What follows belongs to an exercise in optimizing a design on an open flow for small area, a short achievable clock period and few clock cycles per item; a production flow would make more cautious choices. Function was checked by simulation only, so behaviour that the tests miss may differ from the original.

### run.sh
#!/bin/bash
# synth_recipe.tcl (not shown) runs the flow's synth.tcl, then flattens the netlist and writes it again
# the make line also repeats each setting of config.mk as NAME=value (left out here)
make -C /OpenROAD-flow-scripts/flow DESIGN_CONFIG=/design/flow/config.mk WORK_HOME=/design/flow/orfs CLKGATE_MAP_FILE= SYNTH_SCRIPT=/design/flow/synth_recipe.tcl finish
### config.mk
export PLATFORM = sky130hd
export DESIGN_NAME = column_running_statistics_unit
export DESIGN_NICKNAME = column_running_statistics_unit
export VERILOG_FILES = /design/flow/design.v
export SDC_FILE = /design/flow/constraint.sdc
export NUM_CORES = 4
export LEC_CHECK = 0
export CAP_MARGIN = 20
export CORE_MARGIN = 2
export CORE_UTILIZATION = 40
export SETUP_SLACK_MARGIN = 2.8
export SLEW_MARGIN = 20
### constraint.sdc
create_clock -name core_clock -period 7.0 [get_ports {clk}]
set_input_delay 1.4000 -clock core_clock [delete_from_list [all_inputs] [get_ports {clk}]]
set_output_delay 1.4000 -clock core_clock [all_outputs]
set_load 0.01 [all_outputs]
### design.v
package csu_pkg;
	localparam int SUM_W = 64;
	typedef struct packed {
		logic start;
		logic ack;
	} div_cmd_t;
	function automatic logic [63:0] below_or64(input logic [63:0] x);
		logic [63:0] t;
		t = x;
		for (int d = 1; d < 64; d = d * 2) begin
			for (int i = 63; i >= d; i--) begin
				t[i] = t[i] | t[i-d];
			end
		end
		below_or64 = {t[62:0], 1'b0};
	endfunction
endpackage
module csu_accum #(
	parameter int DATA_WIDTH  = 32,
	parameter int COUNT_WIDTH = 32
) (
	input  logic                   clk,
	input  logic                   arst_n,
	input  logic                   upd,
	input  logic [DATA_WIDTH-1:0]  value,
	input  logic                   take,
	input  logic                   take_val,
	output logic [DATA_WIDTH-1:0]  minimum,
	output logic [DATA_WIDTH-1:0]  maximum,
	output logic [csu_pkg::SUM_W-1:0] total_sum,
	output logic [COUNT_WIDTH-1:0] non_null_count,
	output logic [COUNT_WIDTH-1:0] item_count,
	output logic                   all_null
);
	localparam int SUM_W = csu_pkg::SUM_W;
	logic                   seen_q;
	logic [COUNT_WIDTH-1:0] items_q;
	logic [COUNT_WIDTH-1:0] values_q;
	logic [DATA_WIDTH-1:0]  min_q;
	logic [DATA_WIDTH-1:0]  max_q;
	logic [SUM_W-1:0]       sum_q;
	logic [SUM_W-1:0]       sum_add;
	csu_sum_add #(
		.SUM_W(SUM_W),
		.VAL_W(DATA_WIDTH)
	) u_add (
		.sum  (sum_q),
		.value(value),
		.res  (sum_add)
	);
	always_ff @(posedge clk or negedge arst_n) begin
		if (!arst_n) begin
			seen_q   <= 1'b0;
			items_q  <= '0;
			values_q <= '0;
			min_q    <= '0;
			max_q    <= '0;
			sum_q    <= '0;
		end else if (upd) begin
			items_q  <= items_q + COUNT_WIDTH'(take && !(&items_q));
			values_q <= values_q + COUNT_WIDTH'(take_val && !(&values_q));
			sum_q    <= sum_add;
			seen_q   <= seen_q || take_val;
			if (take_val && (!seen_q || $signed(value) < $signed(min_q))) begin
				min_q <= value;
			end
			if (take_val && (!seen_q || $signed(value) > $signed(max_q))) begin
				max_q <= value;
			end
		end
	end
	assign minimum        = min_q;
	assign maximum        = max_q;
	assign total_sum      = sum_q;
	assign non_null_count = values_q;
	assign item_count     = items_q;
	assign all_null       = !seen_q;
endmodule
module csu_sum_add #(
	parameter int SUM_W = 64,
	parameter int VAL_W = 32
) (
	input  logic [SUM_W-1:0] sum,
	input  logic [VAL_W-1:0] value,
	output logic [SUM_W-1:0] res
);
	localparam int HI_W = SUM_W - VAL_W;
	logic [VAL_W:0]   lo;
	logic             vneg;
	logic [HI_W-1:0]  hi;
	logic [HI_W-1:0]  hi_c0;
	logic [HI_W-1:0]  hi_c1;
	assign lo    = {1'b0, sum[VAL_W-1:0]} + {1'b0, value};
	assign vneg  = value[VAL_W-1];
	assign hi    = sum[SUM_W-1:VAL_W];
	logic [HI_W-1:0]  hi_inc;
	logic [HI_W-1:0]  hi_dec;
	assign hi_inc = hi + 1'b1;
	assign hi_dec = hi - 1'b1;
	assign hi_c0  = ({HI_W{vneg}} & hi_dec) | ({HI_W{!vneg}} & hi);
	assign hi_c1  = ({HI_W{vneg}} & hi) | ({HI_W{!vneg}} & hi_inc);
	assign res    = {({HI_W{lo[VAL_W]}} & hi_c1) | ({HI_W{!lo[VAL_W]}} & hi_c0), lo[VAL_W-1:0]};
endmodule
module csu_div #(
	parameter int COUNT_WIDTH = 32,
	parameter int FRAC_BITS   = 8,
	parameter int MEAN_W      = 40,
	parameter int BEAT_W      = 34
) (
	input  logic                      clk,
	input  logic                      arst_n,
	input  logic                      new_vld,
	input  logic [csu_pkg::SUM_W-1:0] new_sum,
	input  logic [COUNT_WIDTH-1:0]    new_cnt,
	input  logic [BEAT_W-1:0]         new_beat,
	input  logic                      recirc,
	output logic                      out_vld,
	output logic [MEAN_W-1:0]         out_mean,
	output logic [BEAT_W-1:0]         out_beat,
	output logic                      last_vld
);
	localparam int SUM_W = csu_pkg::SUM_W;
	localparam int CW    = COUNT_WIDTH;
	localparam int QW    = MEAN_W;
	localparam int NDIV  = QW / 2;
	localparam int LAST  = NDIV + 1;        
	logic              s0_vld;
	logic [SUM_W-1:0]  s0_sum;
	logic [CW-1:0]     s0_cnt;
	logic [BEAT_W-1:0] s0_beat;
	logic [LAST:1]             vld_q;
	logic [LAST:1][CW-1:0]     rem_q;
	logic [LAST:1][QW-1:0]     lo_q;
	logic [LAST:1][CW-1:0]     nc_q;
	logic [LAST:1][CW+1:0]     n3_q;
	logic [LAST:1]             neg_q;
	logic [LAST:1][BEAT_W-1:0] beat_q;
	logic              p_vld;
	logic [QW-1:0]     p_mean;
	logic [BEAT_W-1:0] p_beat;
	always_ff @(posedge clk or negedge arst_n) begin
		if (!arst_n) begin
			s0_vld <= 1'b0;
		end else begin
			s0_vld <= recirc || new_vld;
		end
	end
	always_ff @(posedge clk) begin
		if (recirc) begin
			s0_sum  <= SUM_W'($signed(p_mean));
			s0_cnt  <= CW'(1) << FRAC_BITS;
			s0_beat <= p_beat;
		end else begin
			s0_sum  <= new_sum;
			s0_cnt  <= new_cnt;
			s0_beat <= new_beat;
		end
	end
	logic             s0_zero;
	logic             s0_sneg;
	logic [SUM_W-1:0] s0_nz;
	logic [SUM_W-1:0] s0_mag;
	logic [CW-1:0]    s0_nc;
	logic [CW+1:0]    s0_n3;
	assign s0_zero = (s0_cnt == '0);
	assign s0_sneg = s0_sum[SUM_W-1];
	assign s0_nz = csu_pkg::below_or64(s0_sum);
	assign s0_mag = s0_sum ^ (s0_nz & {SUM_W{s0_sneg}});
	assign s0_nc  = ~s0_cnt + CW'(1);
	assign s0_n3  = {2'b11, ~s0_cnt} + {1'b1, ~s0_cnt, 1'b1} + (CW+2)'(2);
	always_ff @(posedge clk or negedge arst_n) begin
		if (!arst_n) begin
			vld_q[1] <= 1'b0;
		end else begin
			vld_q[1] <= s0_vld;
		end
	end
	always_ff @(posedge clk) begin
		rem_q[1]  <= s0_zero ? '0 : s0_mag[SUM_W-1:SUM_W-CW];
		lo_q[1]   <= s0_zero ? '0 : {s0_mag[SUM_W-CW-1:0], FRAC_BITS'(0)};
		nc_q[1]   <= s0_zero ? '1 : s0_nc;
		n3_q[1]   <= s0_zero ? ((CW+2)'(0) - (CW+2)'(3)) : s0_n3;
		neg_q[1]  <= !s0_zero && s0_sneg;
		beat_q[1] <= s0_beat;
	end
	for (genvar i = 2; i <= LAST; i++) begin : g_div
		logic [CW+2:0] x;
		logic [CW+3:0] t1;
		logic [CW+3:0] t2;
		logic [CW+3:0] t3;
		logic          g1;
		logic          g2;
		logic          g3;
		logic [CW-1:0] rem_n;
		logic [QW-1:0] lo_n;
		logic [CW-1:0] nc_n;
		logic [CW+1:0] n3_n;
		assign x  = {1'b0, rem_q[i-1], lo_q[i-1][QW-1:QW-2]};
		assign t1 = {1'b0, x} + {1'b0, 3'b111, nc_q[i-1]};
		assign t2 = {1'b0, x} + {1'b0, 2'b11, nc_q[i-1], 1'b0};
		assign t3 = {1'b0, x} + {1'b0, 1'b1, n3_q[i-1]};
		assign g1 = t1[CW+3];
		assign g2 = t2[CW+3];
		assign g3 = t3[CW+3];
		assign rem_n = g3 ? t3[CW-1:0] : (g2 ? t2[CW-1:0] : (g1 ? t1[CW-1:0] : x[CW-1:0]));
		assign lo_n  = {lo_q[i-1][QW-3:0], g2, g3 || (g1 && !g2)};
		assign nc_n  = nc_q[i-1];
		assign n3_n  = n3_q[i-1];
		always_ff @(posedge clk or negedge arst_n) begin
			if (!arst_n) begin
				vld_q[i] <= 1'b0;
			end else begin
				vld_q[i] <= vld_q[i-1];
			end
		end
		always_ff @(posedge clk) begin
			rem_q[i]  <= rem_n;
			lo_q[i]   <= lo_n;
			nc_q[i]   <= nc_n;
			n3_q[i]   <= n3_n;
			neg_q[i]  <= neg_q[i-1];
			beat_q[i] <= beat_q[i-1];
		end
	end
	logic [QW-1:0] quo;
	logic          qneg;
	logic [QW-1:0] qnz;
	logic [QW-1:0] mean_n;
	assign quo  = lo_q[LAST];
	assign qneg = neg_q[LAST];
	assign qnz = QW'(csu_pkg::below_or64(64'(quo)));
	assign mean_n = quo[QW-1] ? {qneg, {(QW-1){!qneg}}} : (quo ^ (qnz & {QW{qneg}}));
	always_ff @(posedge clk or negedge arst_n) begin
		if (!arst_n) begin
			p_vld <= 1'b0;
		end else begin
			p_vld <= vld_q[LAST];
		end
	end
	always_ff @(posedge clk) begin
		p_mean <= mean_n;
		p_beat <= beat_q[LAST];
	end
	assign out_vld  = p_vld;
	assign out_mean = p_mean;
	assign out_beat = p_beat;
	assign last_vld = vld_q[LAST];
endmodule
module column_running_statistics_unit #(
	parameter int DATA_WIDTH  = 32,
	parameter int COUNT_WIDTH = 32,
	parameter int FRAC_BITS   = 8
) (
	input  logic                clk,
	input  logic                arst_n,
	input  logic                cfg_we,
	input  logic                cfg_wdata,
	input  logic                s_tvalid,
	output logic                s_tready,
	input  logic [((DATA_WIDTH+7)/8)*8-1:0] s_tdata,
	input  logic                s_tuser,
	output logic                m_tvalid,
	input  logic                m_tready,
	output logic [((2*DATA_WIDTH + 64 + (((DATA_WIDTH+FRAC_BITS) > 64) ? 64 :
		(DATA_WIDTH+FRAC_BITS)) + 2*COUNT_WIDTH + 7)/8)*8-1:0] m_tdata,
	output logic                m_tuser
);
	localparam int SUM_W  = csu_pkg::SUM_W;
	localparam int MEAN_W = ((DATA_WIDTH + FRAC_BITS) > 64) ? 64 : (DATA_WIDTH + FRAC_BITS);
	localparam int OUT_W  = 2*DATA_WIDTH + SUM_W + MEAN_W + 2*COUNT_WIDTH;
	localparam int OUT_TW = ((OUT_W + 7) / 8) * 8;
	localparam int BEAT_W = DATA_WIDTH + 2;
	localparam int NST    = MEAN_W / 2 + 3;     
	localparam int ROT_W  = $clog2(NST);
	logic                   frozen_q;
	logic                   accept;
	logic                   ready_q;
	logic                   in_vld_q;
	logic [BEAT_W-1:0]      in_beat_q;
	logic [SUM_W-1:0]       sum_q;
	logic [COUNT_WIDTH-1:0] cnt_q;
	logic [SUM_W-1:0]       sum_n;
	logic [COUNT_WIDTH-1:0] cnt_n;
	logic [ROT_W-1:0]       rot_q;
	logic [ROT_W-1:0]       rot_n;
	logic                   q0_vld_q;
	logic                   q0_vld_n;
	logic [MEAN_W-1:0]      q0_mean_q;
	logic [BEAT_W-1:0]      q0_beat_q;
	logic                   q1_vld_q;
	logic                   q1_vld_n;
	logic [MEAN_W-1:0]      q1_mean_q;
	logic [BEAT_W-1:0]      q1_beat_q;
	logic                   q_push;
	logic                   sk_vld_n;
	logic                   m_valid_q;
	logic [MEAN_W-1:0]      mean_q;
	logic                   out_vld;
	logic [MEAN_W-1:0]      out_mean;
	logic [BEAT_W-1:0]      out_beat;
	logic                   last_vld;
	logic                   rotating;
	logic                   recirc;
	logic                   stall;
	logic                   go;
	logic                   in_vld_n;
	logic                   can_out;
	logic                   load;
	assign accept   = s_tvalid && ready_q;
	assign s_tready = ready_q;
	assign rotating = (rot_q != '0);
	assign recirc   = out_vld && (rotating || q1_vld_q);
	assign stall    = rotating || (out_vld && q1_vld_q);
	assign go       = in_vld_q && !stall;
	always_ff @(posedge clk or negedge arst_n) begin
		if (!arst_n) begin
			frozen_q <= 1'b0;
		end else if (cfg_we) begin
			frozen_q <= cfg_wdata;
		end
	end
	assign in_vld_n = accept || (in_vld_q && stall);
	always_ff @(posedge clk or negedge arst_n) begin
		if (!arst_n) begin
			in_vld_q <= 1'b0;
			ready_q  <= 1'b1;
		end else begin
			in_vld_q <= in_vld_n;
			ready_q  <= !(in_vld_n && ((rot_n != '0) || (last_vld && sk_vld_n)));
		end
	end
	always_ff @(posedge clk) begin
		if (!(in_vld_q && stall)) begin
			in_beat_q <= {!frozen_q && !s_tuser, !frozen_q,
				(!frozen_q && !s_tuser) ? s_tdata[DATA_WIDTH-1:0] : '0};
		end
	end
	csu_sum_add #(
		.SUM_W(SUM_W),
		.VAL_W(DATA_WIDTH)
	) u_add (
		.sum  (sum_q),
		.value(in_beat_q[DATA_WIDTH-1:0]),
		.res  (sum_n)
	);
	assign cnt_n  = cnt_q + COUNT_WIDTH'(in_beat_q[BEAT_W-1] && !(&cnt_q));
	always_ff @(posedge clk or negedge arst_n) begin
		if (!arst_n) begin
			sum_q <= '0;
			cnt_q <= '0;
		end else if (go) begin
			sum_q <= sum_n;
			cnt_q <= cnt_n;
		end
	end
	csu_div #(
		.COUNT_WIDTH(COUNT_WIDTH),
		.FRAC_BITS  (FRAC_BITS),
		.MEAN_W     (MEAN_W),
		.BEAT_W     (BEAT_W)
	) u_div (
		.clk     (clk),
		.arst_n  (arst_n),
		.new_vld (go),
		.new_sum (sum_n),
		.new_cnt (cnt_n),
		.new_beat(in_beat_q),
		.recirc  (recirc),
		.out_vld (out_vld),
		.out_mean(out_mean),
		.out_beat(out_beat),
		.last_vld(last_vld)
	);
	assign rot_n = (out_vld && q1_vld_q && !rotating) ? ROT_W'(NST - 1) :
		(rotating ? rot_q - 1'b1 : rot_q);
	always_ff @(posedge clk or negedge arst_n) begin
		if (!arst_n) begin
			rot_q <= '0;
		end else begin
			rot_q <= rot_n;
		end
	end
	assign can_out  = !m_valid_q || m_tready;
	assign load     = can_out && q0_vld_q;
	assign q_push   = out_vld && !recirc;
	assign q0_vld_n = (q0_vld_q && !can_out) || q1_vld_q || q_push;
	assign q1_vld_n = q0_vld_n && (q1_vld_q ? !can_out : (q_push && q0_vld_q && !can_out));
	assign sk_vld_n = q1_vld_n;
	always_ff @(posedge clk or negedge arst_n) begin
		if (!arst_n) begin
			q0_vld_q  <= 1'b0;
			q1_vld_q  <= 1'b0;
			m_valid_q <= 1'b0;
		end else begin
			q0_vld_q  <= q0_vld_n;
			q1_vld_q  <= q1_vld_n;
			m_valid_q <= load || !can_out;
		end
	end
	always_ff @(posedge clk) begin
		if (!q0_vld_q || can_out) begin
			q0_mean_q <= q1_vld_q ? q1_mean_q : out_mean;
			q0_beat_q <= q1_vld_q ? q1_beat_q : out_beat;
		end
		if (!q1_vld_q) begin
			q1_mean_q <= out_mean;
			q1_beat_q <= out_beat;
		end
		if (load) begin
			mean_q <= q0_mean_q;
		end
	end
	logic [DATA_WIDTH-1:0]  minimum;
	logic [DATA_WIDTH-1:0]  maximum;
	logic [SUM_W-1:0]       total_sum;
	logic [COUNT_WIDTH-1:0] non_null_count;
	logic [COUNT_WIDTH-1:0] item_count;
	logic                   all_null;
	csu_accum #(
		.DATA_WIDTH (DATA_WIDTH),
		.COUNT_WIDTH(COUNT_WIDTH)
	) u_accum (
		.clk           (clk),
		.arst_n        (arst_n),
		.upd           (load),
		.value         (q0_beat_q[DATA_WIDTH-1:0]),
		.take          (q0_beat_q[DATA_WIDTH]),
		.take_val      (q0_beat_q[DATA_WIDTH+1]),
		.minimum       (minimum),
		.maximum       (maximum),
		.total_sum     (total_sum),
		.non_null_count(non_null_count),
		.item_count    (item_count),
		.all_null      (all_null)
	);
	assign m_tvalid = m_valid_q;
	assign m_tdata  = OUT_TW'({item_count, non_null_count, mean_q, total_sum, maximum, minimum});
	assign m_tuser  = all_null;
endmodule
==> results of run 1 <==
[metrics by stage]
stage               cell area, sq um  hold WS [ps]  setup WS (ps)
finish                        235000           279           2810
detailed placement            217000           312           1500
global placement              217000           310           1500
floorplan                     206000           310           2890
global route                  235000           293           2670
CTS                           233000           272           2680
[cells in the final DEF (no fill, tap or decap), drive strengths merged, types with 53 or more instances in the layout]
cell type | netlist | final
o21a | 315 | 315
o21ai | 1552 | 1556
o31ai | 159 | 159
o22ai | 86 | 86
nor2b | 253 | 253
o31a | 52 | 53
clkinv | 4 | 115
dfrtp | 322 | 322
inv | 547 | 580
a21o | 925 | 930
o211ai | 252 | 252
fa | 59 | 59
mux2 | 205 | 205
a21oi | 2003 | 2005
and3 | 202 | 204
xnor2 | 1056 | 1056
nand2b | 300 | 300
nand4 | 197 | 197
or3 | 126 | 126
a211o | 90 | 91
a31o | 63 | 64
ha | 2124 | 2124
nand2 | 1812 | 1814
xor2 | 750 | 750
o21bai | 237 | 237
buf | 48 | 228
a211oi | 410 | 410
mux2i | 191 | 191
nor2 | 1422 | 1423
or2 | 56 | 57
a31oi | 208 | 210
nor3 | 325 | 325
clkdlybuf4s50 | 0 | 272
nand3 | 382 | 382
and2 | 121 | 123
nor4 | 54 | 54
dfxtp | 3643 | 3643
edfxtp | 148 | 148
clkbuf | 513 | 561
[layer usage]
metal | wire, um | vias up | part of all wire, % | global-route usage, %
met5 | 41 | - | 0.0070 | 0
met4 | 21600 | 6 | 3.7 | 7.01
met3 | 23800 | 929 | 4.1 | 2.07
met2 | 271000 | 3445 | 46 | 36.0
met1 | 271000 | 76100 | 46 | 28.8
li1 | - | 80400 | - | -
[how the worst max path moves through the flow]
stage | startpoint | end | slack (ps) | depth (start not counted)
2_1_floorplan | u_accum.sum_q[0] | register | 2890 | 16
3_3_place_gp | u_div.lo_q[39] | u_div.rem_q[32] | 1500 | 16
3_5_place_dp | u_div.lo_q[39] | u_div.rem_q[32] | 1500 | 16
4_1_cts | u_div.s0_sum[3] | u_div.rem_q[30] | 2680 | 12
5_1_grt | u_div.s0_sum[2] | u_div.rem_q[30] | 2670 | 12
6_report | u_div.s0_sum[2] | u_div.rem_q[30] | 2810 | 12
[state kept, by name, indices dropped and copies added (netlist names), 40 cells and up, named ones only]
name / flops
q0_mean_q: 40
u_div.n3_q: 670
u_div.s0_sum: 64
u_div.rem_q: 640
u_div.nc_q: 628
sum_q: 64
mean_q: 40
u_div.beat_q: 714
u_div.lo_q: 692
u_div.p_mean: 40
q1_mean_q: 40
[kinds of logic after synthesis]
logic type                 count (synthesis)
xor gates and xnor gates                1806
muxes                                    396
adders and majority gates               2183
DFF                                     4114
and+or+nand+nor                         5435
buffers and inverters                   1112
AOI/OAI and AO/OA                       6871
[cell type report]
class / count / area share, %
clock buffers: 551 / 4.97
repair inverters: 1 / 0.00320
flip-flops and latches: 4114 / 36.4
diodes: 17 / 0.0181
well taps: 6757 / 3.60
clock inverters: 211 / 1.16
multi-input cells: 16700 / 50.7
repair buffers: 510 / 2.19
inverters: 551 / 0.895
[what timing repair did]
action,4_1_cts,5_1_grt
setup endpoints to repair,680,681
gates cloned,18,18
endpoints found under the hold margin,0,0
setup buffers,51,64
pin swaps,34,77
resized for setup,224,316
==> reports/qor.yml, run 1 <==
routing:
  wl_per_cell_um: 20.0
  ant_nets: 0
  via_count: 161000
  drt_iter0_drc: 11400
  finalWirelength_mm: 588
  via_per_inst: 5.47
  firstDrtPassIters: 8
  drcViolationCount: 0
sta:
  post-route-period-util_pct: 59.8
  drv_slew: 0
  post-route-min-period_ps: 4190
  fin_worst_skew_ps: 72.4
  slew_headroom_pct: 18.7
  tns_ps: 0
  setup_viol: 0
  hold_viol: 0
  rsz0062_at_grt: "true"
  tightestPinTransition_ps: 1210
  fmax_mhz: 239
logic_synthesis:
  synthCells: 21900
  synth-edff-count: 148
  synthDistinctLibCells: 97
  yosys.area.top_type_share_pct: 35.4
  syn_nets: 24100
  synth.most_common_cell: "dfxtp_1"
  synth_top_family_by_area: "compound AO/OA/AOI/OAI gates"
  yosys.area.top_type: "dfxtp_1"
  ys_async_sr_fraction_pct: 7.85
  synth_area_sq_um: 206000
  syn_avg_cell_area_sq_um: 9.41
  ys.flop_type: "dfxtp_1"
  yosys-mux-area-fraction_pct: 2.05
  ys_seq_area_share_pct: 41.4
  ys_ff_latch: 4114
  synth_compound_area_share_pct: 21.0
  ys_top_cells_by_area: "dfxtp_1, ha_1, a21oi_1, xnor2_1, dfrtp_1"
  synth_common_cells: "dfxtp_1, ha_1, a21oi_1, nand2_1, o21ai_0"
  synth-simple-area-share_pct: 12.4
  synthAdderAreaFrac_pct: 13.5
  synth-xor-area-share_pct: 7.67
  yosys_warnings: 3
worst_setup_path:
  start_kind: "register"
  cp_cell_sequence: "or4_4 -> nor4_4 -> nand4bb_2 -> or4_4 -> or3_4 -> nand4b_4 -> or4_4 -> or3_4 -> or4_4 -> o21ai_2 -> xor2_1 -> nor2_1"
  reg2reg_slack_ps: 2810
  end_kind: "register"
  rr_startpoint: "u_div.s0_sum[2]"
  required_ps: 7860
  crit_slowest_cell: "or4_4"
  path_common_cell: "or4_4"
  path_class: "reg2reg"
  arrival_ps: 5050
  worst_r2r_endpoint: "u_div.rem_q[30]"
  cp_max_fo: 4
  worst-r2r-cell-count: 12
  critPathMaxStageDelay_ps: 540
  crit_buf_inv: 0
  critical_path.top_delay_family: "simple AND/OR/NAND/NOR gates"
die:
  io_pins: 274
  std_cell_rows: 263
  fp.coreArea_sq_um: 513000
  initial_utilization_pct: 40.2
  dieWidth_um: 722
  die_area_sq_um: 521000
  fp.dieH_um: 722
clock_network:
  cts_buffer_depth: 4
  numCtsBuffers: 409
  cts_hold_buf: 0
  cts_sinks: 4114
  clk_pin_slew_ps: 70
  clockRootBuffer: "clkbuf_16"
  clk_latency_ps: 1020
  h-tree-depth: 5
  cts_tree: "built"
hold_path:
  hold_start: "u_div.lo_q[726]"
  hold_class: "reg2reg"
  min_delay_path_depth: 0
  holdPathEnd: "u_div.lo_q[768]"
place:
  portBuffers: 273
  gp_congestion: 0.933
  dp_cells: 28500
  dp_hpwl_mm: 448
final_layout:
  fillers: 48900
  instances_no_fill: 29400
  final_core_util_pct: 45.7
  area_delta_synth_final_pct: 13.8
  num-nets-final: 24500
  layout.area.seq_sq_um: 85500
  drive_above_1_share_pct: 7.47
  multi_input_area_sq_um: 119000
grt:
  grt-ovfl-total: 0
  grt_max_degree: 148
  grt_pass1_wl_mm: 893
  gr-usage-all-layers_pct: 21.4
  antenna_found_initial: 32
  grt_pass1_vias: 154000
status:
  status: "timing/DRC/antenna clean"
job:
  maxCapViolations: 0
Testbench counts, summed over its fixed seeds: cycles 3,408, items 3,200.
==> inputs of run 2 (changes only) <==
--- a/config.mk
+++ b/config.mk
@@ -9,4 +9,5 @@
 export CORE_MARGIN = 2
 export CORE_UTILIZATION = 40
-export SETUP_SLACK_MARGIN = 2.8
+export CTS_BUF_LIST = sky130_fd_sc_hd__clkbuf_8
+export SETUP_SLACK_MARGIN = 3.0
 export SLEW_MARGIN = 20
==> reports/qor.yml, run 2 <==
logic_synthesis:
  synthCells: 21900  # unchanged
  ys.flop_type: "dfxtp_1"  # unchanged
  synth_common_cells: "dfxtp_1, ha_1, a21oi_1, nand2_1, o21ai_0"  # unchanged
  syn_nets: 24100  # unchanged
  syn_avg_cell_area_sq_um: 9.41  # unchanged
  ys_seq_area_share_pct: 41.4  # unchanged
  yosys.area.top_type: "dfxtp_1"  # unchanged
  synthDistinctLibCells: 97  # unchanged
  ys_ff_latch: 4114  # unchanged
  synth_area_sq_um: 206000  # unchanged
  yosys.area.top_type_share_pct: 35.4  # unchanged
  synth.most_common_cell: "dfxtp_1"  # unchanged
  synth-edff-count: 148  # unchanged
  yosys_warnings: 3  # unchanged
  ys_top_cells_by_area: "dfxtp_1, ha_1, a21oi_1, xnor2_1, dfrtp_1"  # unchanged
  ys_async_sr_fraction_pct: 7.85  # unchanged
clock_network:
  cts_tree: "built"  # unchanged
  clockRootBuffer: "clkbuf_8"  # was clkbuf_16
  h-tree-depth: 6  # was 5
  cts_sinks: 4114  # unchanged
  numCtsBuffers: 657  # was 409
  cts_buffer_depth: 4  # unchanged
  clk_latency_ps: 1270  # was 1020 ps
  clk_pin_slew_ps: 60  # was 70 ps
die:
  fp.coreArea_sq_um: 513000  # unchanged
  dieWidth_um: 722  # unchanged
  io_pins: 274  # unchanged
  initial_utilization_pct: 40.2  # unchanged
  fp.dieH_um: 722  # unchanged
  die_area_sq_um: 521000  # unchanged
  std_cell_rows: 263  # unchanged
worst_setup_path:
  arrival_ps: 5270  # was 5050 ps
  start_kind: "register"  # unchanged
  cp_max_fo: 4  # unchanged
  rr_startpoint: "u_div.s0_sum[3]"  # was u_div.s0_sum[2]
  startpoint: "u_div.s0_sum[3]"  # was u_div.s0_sum[2]
  path_class: "reg2reg"  # unchanged
  end_kind: "register"  # unchanged
  required_ps: 8070  # was 7860 ps
sta:
  setup_viol: 0  # unchanged
  post-route-period-util_pct: 60.0  # was 59.8%
  fin_worst_skew_ps: 80.8  # was 72.4 ps
  post-route-min-period_ps: 4200  # was 4190 ps
  rsz0062_at_grt: "true"  # unchanged
  drv_slew: 0  # unchanged
  hold_viol: 0  # unchanged
  tightestPinTransition_ps: 1050  # was 1210 ps
  tns_ps: 0  # unchanged
  slew_headroom_pct: 30.3  # was 18.7%
  fmax_mhz: 238  # was 239 MHz
grt:
  grt-ovfl-total: 0  # unchanged
  grt_max_degree: 94  # was 148
  gr-usage-all-layers_pct: 21.6  # was 21.4%
  grt_pass1_wl_mm: 904  # was 893 mm
  antenna_found_initial: 18  # was 32
  grt_pass1_vias: 157000  # was 154000
routing:
  wl_per_cell_um: 19.9  # was 20.0 um
  drt_iter0_drc: 10600  # was 11400
  drcViolationCount: 0  # unchanged
  ant_nets: 0  # unchanged
  finalWirelength_mm: 595  # was 588 mm
  firstDrtPassIters: 6  # was 8
  via_per_inst: 5.45  # was 5.47
  via_count: 163000  # was 161000
final_layout:
  area_delta_synth_final_pct: 14.8  # was 13.8%
  largest_reg_flops: 714  # unchanged
  layout_commonest_cell: "dfxtp_1"  # unchanged
  final_cell_mix: "dfxtp_1, ha_1, a21oi_1"  # unchanged
  num-nets-final: 24900  # was 24500
  top_regs: "u_div.beat_q (714), u_div.lo_q (692), u_div.n3_q (670)"  # unchanged
  drive_above_1_share_pct: 9.88  # was 7.47%
  top_register: "u_div.beat_q"  # unchanged
status:
  status: "timing/DRC/antenna clean"  # unchanged
place:
  gp_congestion: 0.931  # was 0.933
  dp_hpwl_mm: 448  # about the same
  portBuffers: 273  # unchanged
hold_path:
  hold_class: "reg2reg"  # unchanged
  hold_start: "u_div.beat_q[529]"  # was u_div.lo_q[726]
job:
  maxCapViolations: 0  # unchanged
[run 2: cell counts after synthesis]
No cell type changed its count.
[run 2: worst max-delay path, cell delays in order, from the launching register on]
cell	delay (ps)
dfxtp_2	330
or4_4	550
nor4_4	220
nand4bb_2	190
or4_4	500
or3_4	400
nand4b_4	190
or4_4	430
or3_4	390
or4_4	460
o21ai_2	160
xor2_1	150
nor2_1	50
[run 2: area by class of cell]
type,count,area [sq um]
fill,48900,277000
multi-input combinational,16700,120000
sequential,4114,85500
clock buffer,814,11200
tap,6757,8450
timing repair buffer,599,6010
clock inverter,382,3180
inverter,551,2100
antenna,16,40.0
timing repair inverter,1,7.51
[run 2: layer usage]
| metal | track usage [%] | part of all wire, % | routed length (um) | up-vias |
|---|---|---|---|---|
| met3 | 2.41 | 4.3 | 25800 | 1082 |
| met5 | 0 | 0.0050 | 30 | - |
| met1 | 29.0 | 46 | 271000 | 77200 |
| met2 | 36.0 | 46 | 274000 | 3801 |
| met4 | 7.89 | 4.0 | 23600 | 4 |
| li1 | - | - | - | 81200 |
[run 2: worst paths after layout]
kind	end	slack, ps	cells after the start
setup / recovery	u_div.rem_q[30]	2800	12
hold / removal	u_div.beat_q[563]	280	0
setup reg to reg	u_div.rem_q[30]	2800	12
hold reg to reg	u_div.beat_q[563]	280	0
max in group asynchronous	sum_q[24]	4920	3
min in group asynchronous	cnt_q[15]	680	2
[run 2: kinds of logic after synthesis]
group | after synthesis | synth area share (%)
DFF | 4114 | 41.4
xor gates and xnor gates | 1806 | 7.67
adders and majority gates | 2183 | 13.5
buffers and inverters | 1112 | 2.03
AOI/OAI and AO/OA | 6871 | 21.0
muxes | 396 | 2.05
and+or+nand+nor | 5435 | 12.4
[run 2: what timing repair did]
action                                  4_1_cts  5_1_grt
setup buffers                                91      103
endpoints found under the setup margin      808      719
pin swaps                                    83      138
hold endpoints to repair                     37        0
gates cloned                                 28       15
resized for setup                           405      447
hold buffers                                  1        0
[run 2: through the flow]
stage	setup WS [ps]	hold slack, ps	cell area [sq um]	instances	utilization [%]
2_1_floorplan	2980	310	206000	21900	-
3_3_place_gp	1840	309	217000	28500	42.2
3_5_place_dp	1790	312	217000	28500	42.2
4_1_cts	2780	281	234000	29800	45.5
5_1_grt	2640	286	237000	29900	46.1
6_report	2800	283	237000	30000	46.1
==> inputs of run 3 (changes only) <==
--- a/design.v
+++ b/design.v
@@ -112,4 +112,5 @@
 	input  logic                      new_vld,
 	input  logic [csu_pkg::SUM_W-1:0] new_sum,
+	input  logic [csu_pkg::SUM_W-1:0] new_nsum,
 	input  logic [COUNT_WIDTH-1:0]    new_cnt,
 	input  logic [BEAT_W-1:0]         new_beat,
@@ -127,4 +128,5 @@
 	logic              s0_vld;
 	logic [SUM_W-1:0]  s0_sum;
+	logic [SUM_W-1:0]  s0_nsum;
 	logic [CW-1:0]     s0_cnt;
 	logic [BEAT_W-1:0] s0_beat;
@@ -138,4 +140,5 @@
 	logic              p_vld;
 	logic [QW-1:0]     p_mean;
+	logic [QW-1:0]     p_quo;
 	logic [BEAT_W-1:0] p_beat;
 	always_ff @(posedge clk or negedge arst_n) begin
@@ -149,8 +152,10 @@
 		if (recirc) begin
 			s0_sum  <= SUM_W'($signed(p_mean));
+			s0_nsum <= SUM_W'(p_quo);
 			s0_cnt  <= CW'(1) << FRAC_BITS;
 			s0_beat <= p_beat;
 		end else begin
 			s0_sum  <= new_sum;
+			s0_nsum <= new_nsum;
 			s0_cnt  <= new_cnt;
 			s0_beat <= new_beat;
@@ -159,5 +164,4 @@
 	logic             s0_zero;
 	logic             s0_sneg;
-	logic [SUM_W-1:0] s0_nz;
 	logic [SUM_W-1:0] s0_mag;
 	logic [CW-1:0]    s0_nc;
@@ -165,6 +169,5 @@
 	assign s0_zero = (s0_cnt == '0);
 	assign s0_sneg = s0_sum[SUM_W-1];
-	assign s0_nz = csu_pkg::below_or64(s0_sum);
-	assign s0_mag = s0_sum ^ (s0_nz & {SUM_W{s0_sneg}});
+	assign s0_mag  = s0_sneg ? s0_nsum : s0_sum;
 	assign s0_nc  = ~s0_cnt + CW'(1);
 	assign s0_n3  = {2'b11, ~s0_cnt} + {1'b1, ~s0_cnt, 1'b1} + (CW+2)'(2);
@@ -240,4 +243,5 @@
 	always_ff @(posedge clk) begin
 		p_mean <= mean_n;
+		p_quo  <= quo;
 		p_beat <= beat_q[LAST];
 	end
@@ -281,4 +285,6 @@
 	logic [COUNT_WIDTH-1:0] cnt_q;
 	logic [SUM_W-1:0]       sum_n;
+	logic [SUM_W-1:0]       nsum_q;
+	logic [SUM_W-1:0]       nsum_n;
 	logic [COUNT_WIDTH-1:0] cnt_n;
 	logic [ROT_W-1:0]       rot_q;
@@ -330,8 +336,11 @@
 		end
 	end
+	logic [DATA_WIDTH:0]    in_nval_q;
 	always_ff @(posedge clk) begin
 		if (!(in_vld_q && stall)) begin
 			in_beat_q <= {!frozen_q && !s_tuser, !frozen_q,
 				(!frozen_q && !s_tuser) ? s_tdata[DATA_WIDTH-1:0] : '0};
+			in_nval_q <= (!frozen_q && !s_tuser) ?
+				((DATA_WIDTH+1)'(0) - {s_tdata[DATA_WIDTH-1], s_tdata[DATA_WIDTH-1:0]}) : '0;
 		end
 	end
@@ -344,12 +353,22 @@
 		.res  (sum_n)
 	);
+	csu_sum_add #(
+		.SUM_W(SUM_W),
+		.VAL_W(DATA_WIDTH + 1)
+	) u_nadd (
+		.sum  (nsum_q),
+		.value(in_nval_q),
+		.res  (nsum_n)
+	);
 	assign cnt_n  = cnt_q + COUNT_WIDTH'(in_beat_q[BEAT_W-1] && !(&cnt_q));
 	always_ff @(posedge clk or negedge arst_n) begin
 		if (!arst_n) begin
-			sum_q <= '0;
-			cnt_q <= '0;
+			sum_q  <= '0;
+			nsum_q <= '0;
+			cnt_q  <= '0;
 		end else if (go) begin
-			sum_q <= sum_n;
-			cnt_q <= cnt_n;
+			sum_q  <= sum_n;
+			nsum_q <= nsum_n;
+			cnt_q  <= cnt_n;
 		end
 	end
@@ -364,4 +383,5 @@
 		.new_vld (go),
 		.new_sum (sum_n),
+		.new_nsum(nsum_n),
 		.new_cnt (cnt_n),
 		.new_beat(in_beat_q),
--- a/config.mk
+++ b/config.mk
@@ -9,5 +9,4 @@
 export CORE_MARGIN = 2
 export CORE_UTILIZATION = 40
-export CTS_BUF_LIST = sky130_fd_sc_hd__clkbuf_8
-export SETUP_SLACK_MARGIN = 3.0
+export SETUP_SLACK_MARGIN = 3.3
 export SLEW_MARGIN = 20
==> reports/qor.yml, run 3 <==
grt:
  antenna_found_initial: 24  # was 18
  grt_pass1_vias: 166000  # was 157000
  grt_max_degree: 155  # was 94
  grt-ovfl-total: 0  # unchanged
  grt_pass1_wl_mm: 1020  # was 904 mm
  gr-usage-all-layers_pct: 23.8  # was 21.6%
final_layout:
  final_cell_mix: "dfxtp_1, ha_1, nand2_1"  # was dfxtp_1, ha_1, a21oi_1
  fillers: 49800  # was 48900
  top_regs: "u_div.beat_q (714), u_div.lo_q (692), u_div.n3_q (669)"  # was u_div.beat_q (714), u_div.lo_q (692), u_div.n3_q (670)
  largest_reg_flops: 714  # unchanged
  num-nets-final: 26000  # was 24900
  instances_no_fill: 31400  # was 30000
  area_delta_synth_final_pct: 20.6  # was 14.8%
  top_register: "u_div.beat_q"  # unchanged
  drive_above_1_share_pct: 14.0  # was 9.88%
  layout_commonest_cell: "dfxtp_1"  # unchanged
logic_synthesis:
  synth_common_cells: "dfxtp_1, ha_1, a21oi_1, nand2_1, nor2_1"  # was dfxtp_1, ha_1, a21oi_1, nand2_1, o21ai_0
  synthDistinctLibCells: 106  # was 97
  yosys.area.top_type: "dfxtp_1"  # unchanged
  synth.most_common_cell: "dfxtp_1"  # unchanged
  ys_async_sr_fraction_pct: 8.97  # was 7.85%
  synthCells: 22800  # was 21900
  ys_top_cells_by_area: "dfxtp_1, ha_1, a21oi_1, dfrtp_1, xnor2_1"  # was dfxtp_1, ha_1, a21oi_1, xnor2_1, dfrtp_1
  ys.flop_type: "dfxtp_1"  # unchanged
  yosys.area.top_type_share_pct: 34.8  # was 35.4%
  syn_avg_cell_area_sq_um: 9.44  # was 9.41 sq um
  yosys_warnings: 3  # unchanged
  syn_nets: 25100  # was 24100
  ys_ff_latch: 4314  # was 4114
  synth-edff-count: 180  # was 148
  synth_area_sq_um: 215000  # was 206000 sq um
  ys_seq_area_share_pct: 41.8  # was 41.4%
status:
  status: "timing/DRC/antenna clean"  # unchanged
clock_network:
  cts_buffer_depth: 4  # unchanged
  cts_sinks: 4314  # was 4114
  clk_latency_ps: 1070  # was 1270 ps
  numCtsBuffers: 451  # was 657
  cts_tree: "built"  # unchanged
  cts_hold_buf: 0  # was 1
  clk_pin_slew_ps: 70  # was 60 ps
  clockRootBuffer: "clkbuf_16"  # was clkbuf_8
  h-tree-depth: 5  # was 6
place:
  portBuffers: 273  # unchanged
  gp_congestion: 0.940  # was 0.931
  dp_cells: 29800  # was 28500
  dp_hpwl_mm: 501  # was 448 mm
routing:
  firstDrtPassIters: 6  # unchanged
  drcViolationCount: 0  # unchanged
  via_per_inst: 5.53  # was 5.45
  finalWirelength_mm: 693  # was 595 mm
  via_count: 174000  # was 163000
  drt_iter0_drc: 11400  # was 10600
  ant_nets: 0  # unchanged
  wl_per_cell_um: 22.1  # was 19.9 um
sta:
  fmax_mhz: 241  # was 238 MHz
  slew_headroom_pct: 18.3  # was 30.3%
  post-route-min-period_ps: 4150  # was 4200 ps
  tightestPinTransition_ps: 1220  # was 1050 ps
  tns_ps: 0  # unchanged
  rsz0062_at_grt: "true"  # unchanged
  hold_viol: 0  # unchanged
  setup_viol: 0  # unchanged
  fin_worst_skew_ps: 125  # was 80.8 ps
  post-route-period-util_pct: 59.3  # was 60.0%
  drv_slew: 0  # unchanged
worst_setup_path:
  required_ps: 7900  # was 8070 ps
  critPathMaxStageDelay_ps: 490  # was 550 ps
  path_class: "reg2reg"  # unchanged
  crit_slowest_cell: "o41a_4"  # was or4_4
  critical_path.top_delay_family: "compound AO/OA/AOI/OAI gates"  # was simple AND/OR/NAND/NOR gates
  start_kind: "register"  # unchanged
  crit_buf_inv: 2  # was 0
  end_kind: "register"  # unchanged
  cp_cell_sequence: "ha_4 -> a21oi_2 -> o21ai_1 -> a21o_1 -> a21o_1 -> a221o_1 -> a221oi_2 -> nor2_2 -> o41a_4 -> buf_12 -> nor2_4 -> buf_12 -> ha_4 -> nand2_8 -> or4_4 -> a21oi_2 -> a221o_1"  # was or4_4 -> nor4_4 -> nand4bb_2 -> or4_4 -> or3_4 -> nand4b_4 -> or4_4 -> or3_4 -> or4_4 -> o21ai_2 -> xor2_1 -> nor2_1
  cp_max_fo: 6  # was 4
  arrival_ps: 5050  # was 5270 ps
die:
  fp.dieH_um: 738  # was 722 um
  die_area_sq_um: 544000  # was 521000 sq um
  dieWidth_um: 738  # was 722 um
  std_cell_rows: 269  # was 263
  fp.coreArea_sq_um: 536000  # was 513000 sq um
  initial_utilization_pct: 40.2  # about the same
  io_pins: 274  # unchanged
job:
  maxCapViolations: 0  # unchanged
hold_path:
  hold_class: "reg2reg"  # unchanged
## run 3: changes by cell type after synthesis, moves of 52 or more
| cell | before | now |
|---|---|---|
| nor2_1 | 1422 | 1596 |
| nand2_1 | 1812 | 1932 |
| dfxtp_1 | 3643 | 3747 |
| a21o_1 | 925 | 1000 |
| a21oi_1 | 2003 | 1938 |
| dfrtp_1 | 322 | 386 |
| nor4_1 | 53 | 105 |
## run 3: cell families (layout without fill, tap and decap cells)
logic type,count (synthesis),after routing,share of synthesized area (%)
AOI/OAI and AO/OA,6912,6929,20.5
and+or+nand+nor,5876,5889,12.8
DFF,4314,4314,41.8
adders and majority gates,2220,2220,13.1
xor gates and xnor gates,1858,1858,7.55
buffers and inverters,1204,2519,2.12
muxes,446,446,2.19
other,0,14,0
## run 3: layout make-up
type	count	area [sq um]	area share, %
clock buffer	611	13100	5.05
timing repair inverter	7	71.3	0.0275
antenna	14	35.0	0.0135
multi-input combinational	17300	130000	50.0
clock inverter	236	2980	1.15
tap	7181	8980	3.46
sequential	4314	90400	34.8
timing repair buffer	1059	11800	4.56
inverter	606	2400	0.923
## run 3: timing repair
| action | 4_1_cts | 5_1_grt |
|---|---|---|
| pin swaps | 343 | 544 |
| buffers inserted | 278 | 278 |
| gates cloned | 72 | 53 |
| resized for setup | 1222 | 1157 |
| endpoints found under the setup margin | 1014 | 860 |
| hold endpoints to repair | 0 | 0 |
## run 3: routing by layer
layer	wire length [um]	GRT usage [%]
met1	299000	30.2
met3	30300	2.72
met4	39400	11.0
met5	73	0
met2	324000	40.6
## run 3: stage by stage
stage | worst slack [ps] | cell area, sq um | hold slack (ps) | util (%)
2_1_floorplan | 3270 | 216000 | 310 | -
3_3_place_gp | 1560 | 227000 | 310 | 42.3
3_5_place_dp | 1580 | 227000 | 312 | 42.3
4_1_cts | 2610 | 252000 | 241 | 46.9
5_1_grt | 2720 | 260000 | 245 | 48.4
6_report | 2850 | 260000 | 243 | 48.4
## run 3: path summary, 6_finish.rpt
check,from,to,slack [ps],cells after the start
setup / recovery,q0_beat_q[17],register,2850,17
hold / removal,u_div.lo_q[765],u_div.lo_q[807],240,0
setup reg to reg,q0_beat_q[17],register,2850,17
hold reg to reg,u_div.lo_q[765],u_div.lo_q[807],240,0
max in group asynchronous,arst_n,cnt_q[2],5070,2
min in group asynchronous,arst_n,frozen_q,300,1
Testbench counts of run 3, summed over its fixed seeds: cycles 3,408, items 3,200.
==> inputs of run 4 (changes only) <==
--- a/config.mk
+++ b/config.mk
@@ -8,5 +8,6 @@
 export CAP_MARGIN = 20
 export CORE_MARGIN = 2
-export CORE_UTILIZATION = 40
-export SETUP_SLACK_MARGIN = 3.3
+export CORE_UTILIZATION = 60
+export PLACE_DENSITY = 0.7
+export SETUP_SLACK_MARGIN = 3.0
 export SLEW_MARGIN = 20
==> reports/qor.yml, run 4 <==
logic_synthesis:
  yosys.area.top_type_share_pct: 34.8  # unchanged
  yosys_warnings: 3  # unchanged
  synthCells: 22800  # unchanged
  synth_area_sq_um: 215000  # unchanged
  synthDistinctLibCells: 106  # unchanged
  ys_ff_latch: 4314  # unchanged
  syn_avg_cell_area_sq_um: 9.44  # unchanged
  ys.flop_type: "dfxtp_1"  # unchanged
  yosys.area.top_type: "dfxtp_1"  # unchanged
  synth_common_cells: "dfxtp_1, ha_1, a21oi_1, nand2_1, nor2_1"  # unchanged
  ys_seq_area_share_pct: 41.8  # unchanged
  syn_nets: 25100  # unchanged
  ys_top_cells_by_area: "dfxtp_1, ha_1, a21oi_1, dfrtp_1, xnor2_1"  # unchanged
  synth.most_common_cell: "dfxtp_1"  # unchanged
  synth-edff-count: 180  # unchanged
  ys_async_sr_fraction_pct: 8.97  # unchanged
worst_setup_path:
  crit_slowest_cell: "fa_2"  # was o41a_4
  critical_path.top_delay_family: "compound AO/OA/AOI/OAI gates"  # unchanged
  arrival_ps: 5050  # about the same
  critPathMaxStageDelay_ps: 400  # was 490 ps
  cp_cell_sequence: "ha_4 -> fa_2 -> a211oi_4 -> o211ai_1 -> nand4_1 -> a21oi_4 -> nor4_2 -> nor2_2 -> a221o_1 -> a21o_1 -> o41ai_4 -> buf_4 -> buf_12 -> clkinvlp_4 -> o21ai_4 -> mux2_4"  # was ha_4 -> a21oi_2 -> o21ai_1 -> a21o_1 -> a21o_1 -> a221o_1 -> a221oi_2 -> nor2_2 -> o41a_4 -> buf_12 -> nor2_4 -> buf_12 -> ha_4 -> nand2_8 -> or4_4 -> a21oi_2 -> a221o_1
  startpoint: "u_div.lo_q[559]"  # was q0_beat_q[17]
  crit_buf_inv: 3  # was 2
  start_kind: "register"  # unchanged
  end_kind: "register"  # unchanged
  rr_startpoint: "u_div.lo_q[559]"  # was q0_beat_q[17]
  cp_max_fo: 4  # was 6
  path_class: "reg2reg"  # unchanged
  required_ps: 7880  # was 7900 ps
routing:
  firstDrtPassIters: 6  # unchanged
  via_per_inst: 6.14  # was 5.53
  ant_nets: 0  # unchanged
  via_count: 176000  # was 174000
  finalWirelength_mm: 685  # was 693 mm
  drt_iter0_drc: 12000  # was 11400
  drcViolationCount: 0  # unchanged
  wl_per_cell_um: 23.9  # was 22.1 um
final_layout:
  fillers: 27800  # was 49800
  num-nets-final: 25700  # was 26000
  area_delta_synth_final_pct: 15.3  # was 20.6%
  final_cell_mix: "dfxtp_1, ha_1, nand2_1"  # unchanged
  top_register: "u_div.beat_q"  # unchanged
  drive_above_1_share_pct: 10.2  # was 14.0%
  post-route-cell-area_sq_um: 248000  # was 260000 sq um
  largest_reg_flops: 714  # unchanged
  layout_commonest_cell: "dfxtp_1"  # unchanged
  top_regs: "u_div.beat_q (714), u_div.lo_q (692), u_div.n3_q (669)"  # unchanged
place:
  placed_cell_area_sq_um: 224000  # was 227000 sq um
  dp_hpwl_mm: 508  # was 501 mm
  gp_congestion: 0.992  # was 0.940
  portBuffers: 273  # unchanged
sta:
  slew_headroom_pct: 17.3  # was 18.3%
  hold_viol: 0  # unchanged
  tightestPinTransition_ps: 1230  # was 1220 ps
  fmax_mhz: 240  # was 241 MHz
  tns_ps: 0  # unchanged
  whs_ps: 268  # was 243 ps
  rsz0062_at_grt: "true"  # unchanged
  setup_viol: 0  # unchanged
  drv_slew: 0  # unchanged
  fin_worst_skew_ps: 79.1  # was 125 ps
  post-route-min-period_ps: 4170  # was 4150 ps
  post-route-period-util_pct: 59.6  # was 59.3%
status:
  status: "timing/DRC/antenna clean"  # unchanged
hold_path:
  hold_class: "in2async"  # was reg2reg
die:
  io_pins: 274  # unchanged
  die_area_sq_um: 364000  # was 544000 sq um
  initial_utilization_pct: 60.1  # was 40.2%
  dieWidth_um: 603  # was 738 um
  std_cell_rows: 220  # was 269
  fp.dieH_um: 603  # was 738 um
  fp.coreArea_sq_um: 358000  # was 536000 sq um
clock_network:
  h-tree-depth: 5  # unchanged
  cts_sinks: 4314  # unchanged
  clockRootBuffer: "clkbuf_16"  # unchanged
  clk_latency_ps: 1010  # was 1070 ps
  cts_buffer_depth: 4  # unchanged
  cts_hold_buf: 0  # unchanged
  clk_pin_slew_ps: 60  # was 70 ps
  cts_tree: "built"  # unchanged
  numCtsBuffers: 428  # was 451
grt:
  grt_pass1_wl_mm: 1010  # was 1020 mm
  grt-ovfl-total: 0  # unchanged
  antenna_found_initial: 49  # was 24
  grt_max_degree: 164  # was 155
  grt_pass1_vias: 174000  # was 166000
  gr-usage-all-layers_pct: 35.9  # was 23.8%
job:
  maxCapViolations: 0  # unchanged
[run 4: cell families (layout without fill, tap and decap cells)]
| logic type | after synthesis | in the layout | synth area share [%] |
|---|---|---|---|
| compound gates | 6912 | 6929 | 20.5 |
| other cells | 0 | 34 | 0 |
| mux | 446 | 446 | 2.19 |
| xor+xnor | 1858 | 1858 | 7.55 |
| flops | 4314 | 4314 | 41.8 |
| fa+ha+maj | 2220 | 2220 | 13.1 |
| simple gates | 5876 | 5882 | 12.8 |
| buf+inv | 1204 | 2180 | 2.12 |
[run 4: worst register-to-register path, cell delays in order (launching register included)]
cell,delay [ps]
dfxtp_4,370
ha_4,180
fa_2,400
a211oi_4,310
o211ai_1,210
nand4_1,310
a21oi_4,160
nor4_2,230
nor2_2,100
a221o_1,360
a21o_1,210
o41ai_4,200
buf_4,200
buf_12,160
clkinvlp_4,180
o21ai_4,180
mux2_4,310
[run 4: final timing paths]
check | to | slack (ps) | cells past startpoint
setup reg to reg | u_div.rem_q[448] | 2830 | 16
min in group core_clock | u_div.beat_q[484] | 290 | 0
hold reg to reg | u_div.beat_q[484] | 290 | 0
hold / removal | nsum_q[35] | 270 | 1
max in group asynchronous | asynchronous set/reset pin | 5200 | 2
setup / recovery | u_div.rem_q[448] | 2830 | 16
[run 4: per-layer routing]
| layer | track usage [%] | routed length [um] |
|---|---|---|
| met3 | 5.84 | 35500 |
| met4 | 29.4 | 67300 |
| met1 | 37.5 | 248000 |
| met5 | 0 | 130 |
| met2 | 63.6 | 334000 |
[run 4: stage by stage]
stage,instances,worst slack (ps),util (%)
3_3_place_gp,27400,1890,62.4
3_5_place_dp,27400,1790,62.4
6_report,28600,2830,69.3
5_1_grt,28600,2780,69.3
2_1_floorplan,22800,3030,-
4_1_cts,28400,2960,68.1
[run 4: timing repair]
action,4_1_cts,5_1_grt
setup buffers,177,132
gates resized for setup,682,593
cloned,32,27
setup endpoints to repair,830,742
pin swaps,159,223
[run 4: final cells by class]
cell class	instances	area [sq um]	share of cell area, %
Multi-Input combinational cell	17300	126000	50.8
Sequential cell	4314	90200	36.3
Clock buffer	588	12400	5.00
Timing Repair Buffer	778	8300	3.34
Tap cell	4773	5970	2.40
Clock inverter	206	2940	1.18
Inverter	606	2320	0.933
Antenna cell	34	85.1	0.0343
Timing Repair inverter	2	16.3	0.00655
==> inputs of run 5 (changes only) <==
--- a/config.mk
+++ b/config.mk
@@ -10,4 +10,4 @@
 export CORE_UTILIZATION = 60
 export PLACE_DENSITY = 0.7
-export SETUP_SLACK_MARGIN = 3.0
+export SETUP_SLACK_MARGIN = 2.7
 export SLEW_MARGIN = 20
==> reports/qor.yml, run 5 <==
routing:
  maxUsedRoutingLayer: "met5"  # unchanged
  via_count: 173000  # was 176000
  finalWirelength_mm: 658  # was 685 mm
  wl_met1_mm: 236  # was 248 mm
  drcViolationCount: 0  # unchanged
  ant_nets: 0  # unchanged
  wl_met3_mm: 32.6  # was 35.5 mm
  wl_met2_mm: 322  # was 334 mm
  drt_iter0_drc: 11000  # was 12000
  firstDrtPassIters: 9  # was 6
  wl_per_cell_um: 23.1  # was 23.9 um
  via_per_inst: 6.06  # was 6.14
sta:
  fin_worst_skew_ps: 105  # was 79.1 ps
  tns_ps: 0  # unchanged
  post-route-period-util_pct: 61.6  # was 59.6%
  tightestPinTransition_ps: 1880  # was 1230 ps
  post-route-min-period_ps: 4310  # was 4170 ps
  fmax_mhz: 232  # was 240 MHz
  hold_viol: 0  # unchanged
  setup_viol: 0  # unchanged
  rsz0062_at_grt: "true"  # unchanged
  slew_headroom_pct: -26.8  # was 17.3%
  drv_slew: 3  # was 0
final_layout:
  top_regs: "u_div.beat_q (714), u_div.lo_q (692), u_div.n3_q (669)"  # unchanged
  area_delta_synth_final_pct: 13.2  # was 15.3%
  drive_above_1_share_pct: 7.99  # was 10.2%
  post-route-cell-area_sq_um: 244000  # was 248000 sq um
  num-nets-final: 25500  # was 25700
  largest_reg_flops: 714  # unchanged
  final_core_util_pct: 68.1  # was 69.3%
  final_cell_mix: "dfxtp_1, ha_1, nand2_1"  # unchanged
  layout_commonest_cell: "dfxtp_1"  # unchanged
  top_register: "u_div.beat_q"  # unchanged
die:
  std_cell_rows: 220  # unchanged
  io_pins: 274  # unchanged
  fp.coreArea_sq_um: 358000  # unchanged
  fp.dieH_um: 603  # unchanged
  die_area_sq_um: 364000  # unchanged
  initial_utilization_pct: 60.1  # unchanged
  dieWidth_um: 603  # unchanged
worst_setup_path:
  start_kind: "register"  # unchanged
  arrival_ps: 5180  # was 5050 ps
  end_kind: "register"  # unchanged
  critical_path.top_delay_family: "compound AO/OA/AOI/OAI gates"  # unchanged
  crit_slowest_cell: "a221o_1"  # was fa_2
  crit_buf_inv: 2  # was 3
  cp_cell_sequence: "ha_1 -> fa_2 -> a211oi_2 -> nor2_1 -> or2_2 -> a21o_4 -> a221o_1 -> a311oi_4 -> buf_6 -> o21ai_2 -> o211ai_1 -> a22oi_2 -> clkbuf_16 -> o21ai_4 -> mux2_2"  # was ha_4 -> fa_2 -> a211oi_4 -> o211ai_1 -> nand4_1 -> a21oi_4 -> nor4_2 -> nor2_2 -> a221o_1 -> a21o_1 -> o41ai_4 -> buf_4 -> buf_12 -> clkinvlp_4 -> o21ai_4 -> mux2_4
  cp_max_fo: 5  # was 4
  reg2reg_slack_ps: 2690  # was 2830 ps
  critPathMaxStageDelay_ps: 440  # was 400 ps
  path_class: "reg2reg"  # unchanged
  required_ps: 7870  # was 7880 ps
place:
  portBuffers: 273  # unchanged
  placed_cell_area_sq_um: 224000  # about the same
  gp_congestion: 1.00  # was 0.992
  dp_hpwl_mm: 499  # was 508 mm
logic_synthesis:
  synthCells: 22800  # unchanged
  synth_common_cells: "dfxtp_1, ha_1, a21oi_1, nand2_1, nor2_1"  # unchanged
  ys_async_sr_fraction_pct: 8.97  # unchanged
  yosys_warnings: 3  # unchanged
  yosys.area.top_type: "dfxtp_1"  # unchanged
  syn_nets: 25100  # unchanged
  ys.flop_type: "dfxtp_1"  # unchanged
  ys_seq_area_share_pct: 41.8  # unchanged
  ys_ff_latch: 4314  # unchanged
  synthDistinctLibCells: 106  # unchanged
  synth_area_sq_um: 215000  # unchanged
  ys_top_cells_by_area: "dfxtp_1, ha_1, a21oi_1, dfrtp_1, xnor2_1"  # unchanged
  syn_avg_cell_area_sq_um: 9.44  # unchanged
  yosys.area.top_type_share_pct: 34.8  # unchanged
  synth-edff-count: 180  # unchanged
  synth.most_common_cell: "dfxtp_1"  # unchanged
clock_network:
  cts_buffer_depth: 4  # unchanged
  cts_tree: "built"  # unchanged
  h-tree-depth: 5  # unchanged
  numCtsBuffers: 430  # was 428
  clockRootBuffer: "clkbuf_16"  # unchanged
  clk_pin_slew_ps: 60  # about the same
  cts_sinks: 4314  # unchanged
  clk_latency_ps: 1030  # was 1010 ps
job:
  maxCapViolations: 1  # was 0
status:
  so.violations: "max-capacitance violations, max-slew violations"
  status: "finished with violations"  # was timing/DRC/antenna clean
grt:
  grt_pass1_wl_mm: 979  # was 1010 mm
  grt_pass1_vias: 173000  # was 174000
  grt_max_degree: 149  # was 164
  grt-ovfl-total: 0  # unchanged
  gr-usage-all-layers_pct: 34.5  # was 35.9%
  antenna_found_initial: 51  # was 49
hold_path:
  hold_class: "reg2reg"  # was in2async
[run 5: cell count changes in the layout (fill, tap and decap cells not counted), sizes merged, moves of 3 or more]
cell | previous run | this run
and2 | 143 | 140
buf | 478 | 314
bufbuf | 6 | 2
bufinv | 45 | 48
clkinv | 113 | 120
clkinvlp | 33 | 28
diode | 34 | 59
[run 5: what timing repair did]
action	4_1_cts	5_1_grt
setup buffers	42	93
cloned	4	19
hold buffers	0	0
gates resized for setup	298	319
pin swaps	56	84
setup endpoints to repair	734	653
hold endpoints to repair	0	0
[run 5: cell type report]
class,count,area (sq um)
timing repair inverter,1,5.00
clock buffer,596,12500
multi-input combinational,17300,124000
antenna,59,148
fill,28400,114000
timing repair buffer,601,6140
tap,4773,5970
sequential,4314,90100
clock inverter,213,3020
inverter,606,2330
[run 5: cells by family (layout without fill, tap and decap cells)]
group / after synthesis / in the layout / share of synthesized area, %
compound gates: 6912 / 6918 / 20.5
xor+xnor: 1858 / 1858 / 7.55
fa+ha+maj: 2220 / 2220 / 13.1
buf+inv: 1204 / 2017 / 2.12
flops: 4314 / 4314 / 41.8
mux: 446 / 446 / 2.19
other cells: 0 / 59 / 0
simple gates: 5876 / 5877 / 12.8
[run 5: metal layers]
metal / vias up / global-route usage [%]
met1: 81900 / 35.5
met4: 26 / 28.6
met2: 4800 / 61.6
met3: 2212 / 5.57
met5: - / 0
li1: 83600 / -
[run 5: through the flow]
step | instances | hold WS, ps | worst slack, ps
3_3_place_gp | 27500 | 309 | 1400
3_5_place_dp | 27500 | 312 | 1410
5_1_grt | 28500 | 276 | 2420
6_report | 28500 | 271 | 2690
2_1_floorplan | 22800 | 310 | 2720
4_1_cts | 28300 | 275 | 2650
[run 5: final timing paths]
kind | start | end | cells after the start
max | u_div.nc_q[384] | u_div.rem_q[416] | 15
min | u_div.lo_q[25] | u_div.lo_q[67] | 0
max reg2reg | u_div.nc_q[384] | u_div.rem_q[416] | 15
min reg2reg | u_div.lo_q[25] | u_div.lo_q[67] | 0
max in group asynchronous | arst_n | u_accum.values_q[30] | 2
min in group asynchronous | arst_n | nsum_q[56] | 1

port drivers added, routing unchanged:
The results above use ideal ports. As a check the final layouts listed here were re-extracted and re-timed, cells and wires unchanged.
Step 1 assumes that a clkbuf_16 drives the clock port and a buf_2 every other input.
Step 2 also shifts input and output timing later by t, the mid clock arrival at the registers, as if the neighbouring blocks saw the same clock.
Slacks: ideal / step 1 / step 2; pairs: ideal / step 1.
run	t (ns)	slack for setup (ns)	slew at the worst register clock pin (ns)	worst data-port slew with drivers (ns)
run 1	1.099	2.811 / 2.811 / 2.088	0.07 / 0.07	0.15
run 2	1.353	2.802 / 2.802 / 2.151	0.08 / 0.08	0.12
run 3	1.135	2.849 / 2.849 / 2.252	0.08 / 0.08	0.21
run 4	1.105	2.830 / 2.830 / 1.994	0.07 / 0.07	0.07
run 5	1.118	2.691 / 2.691 / 1.983	0.10 / 0.10	0.15
The setup slack of run 4, which loses most, moves by 0.000 ns with the drivers and by -0.836 ns with both steps.
